This is an optimization exercise on Yosys and OpenROAD, whose aim is small area, a short achievable clock period and few clock cycles, not a production implementation. The RTL was checked by simulation tests, not by an equivalence proof against the original design. Power figures rest on the tool's default switching activity, not on a simulated workload.

==> v5: inputs <==
// raycaster_sprite_projection_core
module raycaster_sprite_projection_core (
   input  wire                 clock,
   input  wire                 reset,
   input  wire                 req_valid,
   output wire                 req_ready,
   input  wire [5:0]           req_cell_row,
   input  wire [5:0]           req_cell_col,
   input  wire                 req_cell_valid,
   input  wire                 req_frame_last,
   output wire                 rsp_valid,
   input  wire                 rsp_ready,
   output wire [4:0]           rsp_sprite_index,
   output wire [4:0]           rsp_rank,
   output wire [31:0]          rsp_depth,
   output wire [15:0]          rsp_screen_x,
   output wire [15:0]          rsp_sprite_size,
   output wire [10:0]          rsp_draw_start_y,
   output wire [10:0]          rsp_draw_end_y,
   output wire [14:0]          rsp_draw_start_x,
   output wire [15:0]          rsp_draw_end_x,
   output wire                 rsp_not_drawable,
   output wire                 rsp_last,
   input  wire                 csr_valid,
   output wire                 csr_ready,
   input  wire [2:0]           csr_reg_index,
   input  wire [15:0]          csr_wr_data
);
export LEC_CHECK = 0
export ABC_CLOCK_PERIOD_IN_PS = 5000
export CAP_MARGIN = 20
export CORE_MARGIN = 2
export CORE_UTILIZATION = 40
export SLEW_MARGIN = 20
create_clock -name core_clock -period 12.0 [get_ports {clock}]
run.sh (not shown) runs the stock make flow with config.mk's settings and CLKGATE_MAP_FILE= SYNTH_SCRIPT=/design/flow/synth_recipe.tcl, a recipe that flattens the netlist after the stock synthesis.
==> inputs of v25, as changes to v5 <==
--- a/flow/design.v
+++ b/flow/design.v
@@ -149,11 +149,11 @@
    logic f2_done, dv_done, bd_done;
    logic issue, issue_last;
    logic cbusy_ff;
    logic [4:0] cst_ff;
    logic pipe_empty;
-   assign bd_mv = bd_v & bd_done & (~out_v | rsp_ready);
+   assign bd_mv = bd_v & bd_done & ~out_v;
    assign dv_mv = dv_v & dv_done & (~bd_v | bd_mv);
    assign f2_mv = f2_v & f2_done & (~dv_v | dv_mv);
    assign f1_mv = f1_v & (~f2_v | f2_mv);
    assign f0_mv = f0_v & (~f1_v | f1_mv);
    assign issue = fr_ready_ff & ~dirty_ff & ~cbusy_ff & (~f0_v | f0_mv);
@@ -227,11 +227,10 @@
    assign ny_neg_w = f1_ny[32];
    assign ny_abs_w = ny_neg_w ? 32'(-f1_ny) : f1_ny[31:0];
    logic [32:0] f2_sabs;
    logic [43:0] f2_p;
    logic [31:0] f2_nyabs;
-   logic [33:0] f2_ny3;
    logic [2:0]  f2_cnt;
    logic        f2_sneg, f2_nd, f2_ovf1;
    logic [4:0]  f2_idx, f2_rank;
    logic        f2_last;
    logic [11:0]  w2;
@@ -271,37 +270,25 @@
    logic [31:0] dv_q1;
    logic [31:0] dv_r2, dv_d2;
    logic [33:0] dv_d23;
    logic [31:0] dv_q2;
    logic [3:0]  dv_cnt;
-   logic        dv_ovf2, dv_ovf1, dv_sneg, dv_nd;
+   logic        dv_first, dv_ovf2, dv_ovf1, dv_sneg, dv_nd;
    logic [4:0]  dv_idx, dv_rank;
    logic        dv_last;
-   logic [31:0] r1_n, q1_n, r2_n, q2_n, d2_s;
-   logic [33:0] d23_s;
+   logic [31:0] r1_n, q1_n, r2_n, q2_n;
    always_comb begin
       logic [35:0] o1, o2;
-      if (f2_mv) begin
-         r1_n  = {12'd0, f2_nyabs[31:12]};
-         q1_n  = {f2_nyabs[11:0], 20'd0};
-         r2_n  = {20'd0, f2_p[43:32]};
-         q2_n  = f2_p[31:0];
-         d2_s  = f2_nyabs;
-         d23_s = f2_ny3;
-      end else begin
-         r1_n  = dv_r1;
-         q1_n  = dv_q1;
-         r2_n  = dv_r2;
-         q2_n  = dv_q2;
-         d2_s  = dv_d2;
-         d23_s = dv_d23;
-      end
+      r1_n = dv_r1;
+      q1_n = dv_q1;
+      r2_n = dv_r2;
+      q2_n = dv_q2;
       for (int s = 0; s < K; s++) begin
          o1 = r4step(r1_n, q1_n[31:30], {1'b0, det_abs_ff}, {1'b0, det3_ff});
          r1_n = o1[31:0];
          q1_n = {q1_n[29:0], o1[35:34]};
-         o2 = r4step(r2_n, q2_n[31:30], d2_s, d23_s);
+         o2 = r4step(r2_n, q2_n[31:30], dv_d2, dv_d23);
          r2_n = o2[31:0];
          q2_n = {q2_n[29:0], o2[35:34]};
       end
    end
    assign dv_done = (dv_cnt == 4'd0);
@@ -529,21 +516,21 @@
          f2_rank  <= f1_rank;
          f2_last  <= f1_last;
       end else if (f2_v && !f2_done) begin
          f2_p   <= p_n;
          f2_cnt <= f2_cnt - 3'd1;
-         f2_ny3 <= 34'(f2_nyabs) + {1'b0, f2_nyabs, 1'b0};
       end
       if (f2_mv) begin
-         dv_r1    <= r1_n;
-         dv_q1    <= q1_n;
-         dv_r2    <= r2_n;
-         dv_q2    <= q2_n;
+         dv_r1    <= {12'd0, f2_nyabs[31:12]};
+         dv_q1    <= {f2_nyabs[11:0], 20'd0};
+         dv_r2    <= {20'd0, f2_p[43:32]};
+         dv_q2    <= f2_p[31:0];
          dv_d2    <= f2_nyabs;
-         dv_d23   <= f2_ny3;
-         dv_cnt   <= f2_nd ? 4'd0 : 4'(N12 - 1);
-         dv_ovf2  <= ({20'd0, f2_p[43:32]} >= f2_nyabs);
+         dv_d23   <= 34'(f2_nyabs) + {1'b0, f2_nyabs, 1'b0};
+         dv_cnt   <= f2_nd ? 4'd0 : 4'(N12);
+         dv_first <= 1'b1;
+         dv_ovf2  <= 1'b0;
          dv_ovf1  <= f2_ovf1;
          dv_sneg  <= f2_sneg;
          dv_nd    <= f2_nd;
          dv_idx   <= f2_idx;
          dv_rank  <= f2_rank;
@@ -552,10 +539,12 @@
          dv_r1    <= r1_n;
          dv_q1    <= q1_n;
          dv_r2    <= r2_n;
          dv_q2    <= q2_n;
          dv_cnt   <= dv_cnt - 4'd1;
+         dv_first <= 1'b0;
+         if (dv_first) dv_ovf2 <= (dv_r2 >= dv_d2);
       end
       if (dv_mv) begin
          bd_r3    <= 32'd0;
          bd_q3    <= {scr_h_ff, 16'd0};
          bd_depth <= dv_depth;
- SETUP_SLACK_MARGIN: not set -> 5
==> qor summary <==
	v5	v25
Number of inserted filler cells in the final layout	44300	43500
Met2 usage	39.0%	38.6%
Non-Filler Instances	25900	25800
Post-route clock period utilization	92.5%	61.1%
Post-synthesis xor/xnor area fraction	5.77%	5.88%
Fraction of area in multi-input gates	50.7%	51.2%
Run status	timing/DRC/antenna clean	timing/DRC/antenna clean
Global-route wire length before repair	874000 microns	859000 microns
Count of flip-flops with a built-in enable after synthesis	2067	2045
RSZ-0062 raised after global routing	false	true
Number of DRC markers in iteration 0	11800	12400
Critical path type	in2reg	reg2reg
Utilization of the core after routing	45.0%	45.6%
Cells on worst reg2reg path	40	30
Met3 wire length	37400 microns	36800 microns
Clock network power consumption	9420 uW	9230 uW
Crit path max fanout	17	34
Power Combinational	10400 uW	23200 uW
Testbench counts of v5, summed over its fixed seeds: cycles 22,552.
Testbench counts of v25, summed over its fixed seeds: cycles 24,901.


==> inputs of 09-09 <==
Another version of the RTL of raycaster_sprite_projection_core (not shown whole).
// raycaster_sprite_projection_core
module raycaster_sprite_projection_core (
   input  wire                 clock,
   input  wire                 reset,
   input  wire                 req_valid,
   output wire                 req_ready,
   input  wire [5:0]           req_cell_row,
   input  wire [5:0]           req_cell_col,
   input  wire                 req_cell_valid,
   input  wire                 req_frame_last,
   output wire                 rsp_valid,
   input  wire                 rsp_ready,
   output wire [4:0]           rsp_sprite_index,
   output wire [4:0]           rsp_rank,
   output wire [31:0]          rsp_depth,
   output wire [15:0]          rsp_screen_x,
   output wire [15:0]          rsp_sprite_size,
   output wire [10:0]          rsp_draw_start_y,
   output wire [10:0]          rsp_draw_end_y,
   output wire [14:0]          rsp_draw_start_x,
   output wire [15:0]          rsp_draw_end_x,
   output wire                 rsp_not_drawable,
   output wire                 rsp_last,
   input  wire                 csr_valid,
   output wire                 csr_ready,
   input  wire [2:0]           csr_reg_index,
   input  wire [15:0]          csr_wr_data
);
   localparam int NS  = 32;        
   localparam int K   = 2;         
   function automatic logic slt24(input logic [23:0] a, input logic [23:0] b);
      logic [31:0] l, e;
      logic [23:0] ua, ub;
      ua = {~a[23], a[22:0]};
      ub = {~b[23], b[22:0]};
      l = '0;
      e = '1;
      for (int i = 0; i < 24; i++) begin
         l[i] = ~ua[i] & ub[i];
         e[i] = ~(ua[i] ^ ub[i]);
      end
      for (int v = 0; v < 5; v++) begin
         for (int i = 0; i < (16 >> v); i++) begin
            l[i] = l[2*i+1] | (e[2*i+1] & l[2*i]);
            e[i] = e[2*i+1] & e[2*i];
         end
      end
      slt24 = l[0];
   endfunction
   logic [15:0]        cam_x_ff, cam_y_ff;
   logic signed [15:0] dir_x_ff, dir_y_ff, pl_x_ff, pl_y_ff;
   logic [11:0]        scr_w_ff, scr_h_ff;
   logic               dirty_ff;
   assign csr_ready = 1'b1;
   logic signed [16:0] cx, cy;
   always_ff @(posedge clock) begin
      cx <= 17'sd512 - $signed({1'b0, cam_x_ff});
      cy <= 17'sd512 - $signed({1'b0, cam_y_ff});
   end
   logic       rdy_ff;
   logic [5:0] cnt_ff;
   logic       acc, add;
  ...
Settings: LEC_CHECK=0, ABC_CLOCK_PERIOD_IN_PS=5000, CAP_MARGIN=20, CORE_MARGIN=2, CORE_UTILIZATION=60, SETUP_SLACK_MARGIN=5, SLEW_MARGIN=20; clock period 12.0 ns.
==> 08-21 (differences from 09-09) <==
--- a/flow/design.v
+++ b/flow/design.v
@@ -56,40 +56,24 @@
    output wire [30:0]  o_depth,
    output wire [29:0]  o_sx,
    output wire [27:0]  o_size
 );
    localparam int N12 = 16 / K;    
    localparam int N3  = 14 / K;    
-   function automatic logic uge34(input logic [33:0] a, input logic [33:0] b);
-      logic [63:0] l, e;
-      l = '0;
-      e = '1;
-      for (int i = 0; i < 34; i++) begin
-         l[i] = ~a[i] & b[i];
-         e[i] = ~(a[i] ^ b[i]);
-      end
-      for (int v = 0; v < 6; v++) begin
-         for (int i = 0; i < (32 >> v); i++) begin
-            l[i] = l[2*i+1] | (e[2*i+1] & l[2*i]);
-            e[i] = e[2*i+1] & e[2*i];
-         end
-      end
-      uge34 = ~l[0];
-   endfunction
    function automatic logic [35:0] r4step(input logic [31:0] r, input logic [1:0] nb,
                                           input logic [31:0] d, input logic [33:0] d3);
       logic [33:0] t;
       logic [34:0] e1, e2, e3;
       t  = {r, nb};
       e1 = {1'b0, t} - {3'b000, d};
       e2 = {1'b0, t} - {2'b00, d, 1'b0};
       e3 = {1'b0, t} - {1'b0, d3};
-      if (uge34(t, d3))                 r4step = {2'd3, e3[33:0]};
-      else if (uge34(t, {1'b0, d, 1'b0})) r4step = {2'd2, e2[33:0]};
-      else if (uge34(t, {2'b00, d}))     r4step = {2'd1, e1[33:0]};
-      else                               r4step = {2'd0, t};
+      if (!e3[34])      r4step = {2'd3, e3[33:0]};
+      else if (!e2[34]) r4step = {2'd2, e2[33:0]};
+      else if (!e1[34]) r4step = {2'd1, e1[33:0]};
+      else              r4step = {2'd0, t};
    endfunction
    logic        dv_v, bd_v, dv_mv, dv_done, bd_done;
    logic [31:0] dv_r1, dv_q1, dv_r2, dv_d2, dv_q2;
    logic [33:0] dv_d23;
    logic [3:0]  dv_cnt, dv_seq;
    logic        dv_ovf2, dv_ovf1, dv_sneg;
--- a/flow/config.mk
+++ b/flow/config.mk
@@ -5,9 +5,9 @@
 export SDC_FILE = /design/flow/constraint.sdc
 export NUM_CORES = 4
 export LEC_CHECK = 0
 export ABC_CLOCK_PERIOD_IN_PS = 5000
 export CAP_MARGIN = 20
 export CORE_MARGIN = 2
-export CORE_UTILIZATION = 60
+export CORE_UTILIZATION = 40
 export SETUP_SLACK_MARGIN = 5
 export SLEW_MARGIN = 20
==> 01-05 (differences from 09-09) <==
--- a/flow/design.v
+++ b/flow/design.v
@@ -56,40 +56,24 @@
    output wire [30:0]  o_depth,
    output wire [29:0]  o_sx,
    output wire [27:0]  o_size
 );
    localparam int N12 = 16 / K;    
    localparam int N3  = 14 / K;    
-   function automatic logic uge34(input logic [33:0] a, input logic [33:0] b);
-      logic [63:0] l, e;
-      l = '0;
-      e = '1;
-      for (int i = 0; i < 34; i++) begin
-         l[i] = ~a[i] & b[i];
-         e[i] = ~(a[i] ^ b[i]);
-      end
-      for (int v = 0; v < 6; v++) begin
-         for (int i = 0; i < (32 >> v); i++) begin
-            l[i] = l[2*i+1] | (e[2*i+1] & l[2*i]);
-            e[i] = e[2*i+1] & e[2*i];
-         end
-      end
-      uge34 = ~l[0];
-   endfunction
    function automatic logic [35:0] r4step(input logic [31:0] r, input logic [1:0] nb,
                                           input logic [31:0] d, input logic [33:0] d3);
       logic [33:0] t;
       logic [34:0] e1, e2, e3;
       t  = {r, nb};
       e1 = {1'b0, t} - {3'b000, d};
       e2 = {1'b0, t} - {2'b00, d, 1'b0};
       e3 = {1'b0, t} - {1'b0, d3};
-      if (uge34(t, d3))                 r4step = {2'd3, e3[33:0]};
-      else if (uge34(t, {1'b0, d, 1'b0})) r4step = {2'd2, e2[33:0]};
-      else if (uge34(t, {2'b00, d}))     r4step = {2'd1, e1[33:0]};
-      else                               r4step = {2'd0, t};
+      if (!e3[34])      r4step = {2'd3, e3[33:0]};
+      else if (!e2[34]) r4step = {2'd2, e2[33:0]};
+      else if (!e1[34]) r4step = {2'd1, e1[33:0]};
+      else              r4step = {2'd0, t};
    endfunction
    logic        dv_v, bd_v, dv_mv, dv_done, bd_done;
    logic [31:0] dv_r1, dv_q1, dv_r2, dv_d2, dv_q2;
    logic [33:0] dv_d23;
    logic [3:0]  dv_cnt, dv_seq;
    logic        dv_ovf2, dv_ovf1, dv_sneg;
==> flow/config.mk (replaced) <==
export PLATFORM = sky130hd
export DESIGN_NAME = raycaster_sprite_projection_core
export DESIGN_NICKNAME = raycaster_sprite_projection_core
export VERILOG_FILES = /design/flow/design.v
export SDC_FILE = /design/flow/constraint.sdc
export NUM_CORES = 4
export LEC_CHECK = 0
export ABC_CLOCK_PERIOD_IN_PS = 5000
export CAP_MARGIN = 40
export CORE_MARGIN = 2
export CORE_UTILIZATION = 40
export SETUP_SLACK_MARGIN = 5
export SLEW_MARGIN = 20
==> flow_summary.yaml <==
synth:
  synth_most_common_cell: "edfxtp_1"
  synthAdderAreaFrac: 0.183
floorplanning:
  fp.dieArea_um2: 674000
power_and_ir_drop:
  power_mw: 47.5
finish:
  area_delta_synth_final_pct: 16.9
critical_path:
  critPathMaxStageDelay_ns: 0.46
run_status:
  status: "timing/DRC/antenna clean"
global_routing:
  grt_max_degree: 105
That was 01-05.
==> flow_summary.yaml <==
floorplanning:
  fp.dieArea_um2: 674000
global_routing:
  grt_max_degree: 105
finish:
  area_delta_synth_final_pct: 16.6
  clock_buffers: 529
sta:
  finalHoldViolations: 0
critical_path:
  path_buf_inv: 7
  critPathMaxStageDelay_ns: 0.50
synth:
  synth_most_common_cell: "edfxtp_1"
  synthAdderAreaFrac: 0.183
run_status:
  status: "timing/DRC/antenna clean"
That was 08-21.
==> flow_summary.yaml <==
run_status:
  so_faults: "max-capacitance violations, max-slew violations"
  status: "finished with violations"
run:
  max_cap_violations: 1
synth:
  synth_most_common_cell: "ha_1"
  synthAdderAreaFrac: 0.215
sta:
  slew_viol_final: 6
finish:
  multi_input_area_share: 0.551
power_and_ir_drop:
  switching_share: 0.369
clock_network:
  root_buffer: "clkbuf_16"
That was 09-09.
Testbench counts of 09-09, summed over its fixed seeds: cycles 12,464.
Testbench counts of 08-21, summed over its fixed seeds: cycles 12,464.
Testbench counts of 01-05, summed over its fixed seeds: cycles 12,464.

==> static timing again, ports no longer ideal <==
The flow's constraints put no driver on any port. The routed layouts listed below were extracted and timed again, unchanged, in two steps.
Step 1 sets driving cells, clkbuf_16 on the clock port and buf_2 on the other inputs (assumed; they add their load-dependent delay and slew).
Step 2 also shifts input and output timing later by t, the mid clock arrival at the registers, as if the neighbouring blocks saw the same clock.
a / b / c = ideal ports / drivers / drivers and shift; a / b = the first two.
| run | t, ns | slack for setup (ns) | clock arrival spread, ns | worst register clock-pin slew, ns | pins driven straight from the clock port |
|---|---|---|---|---|---|
| v5 | 1.094 | 0.897 / 0.986 / -0.107 | 0.139 / 0.139 | 0.07 / 0.07 | 1 |
| v25 | 1.069 | 4.666 / 4.666 / 4.666 | 0.107 / 0.107 | 0.07 / 0.07 | 1 |
| 09-09 | 1.152 | 4.767 / 4.767 / 3.901 | 0.114 / 0.114 | 0.08 / 0.08 | 1 |
| 08-21 | 1.161 | 4.404 / 4.404 / 4.404 | 0.129 / 0.129 | 0.07 / 0.07 | 1 |
| 01-05 | 1.128 | 4.561 / 4.561 / 4.545 | 0.108 / 0.108 | 0.09 / 0.09 | 1 |
Met with ideal ports but missed after step 2: setup timing in v5. For v5, which loses most, drivers alone change the setup slack by +0.089 ns; drivers and shift together by -1.004 ns.
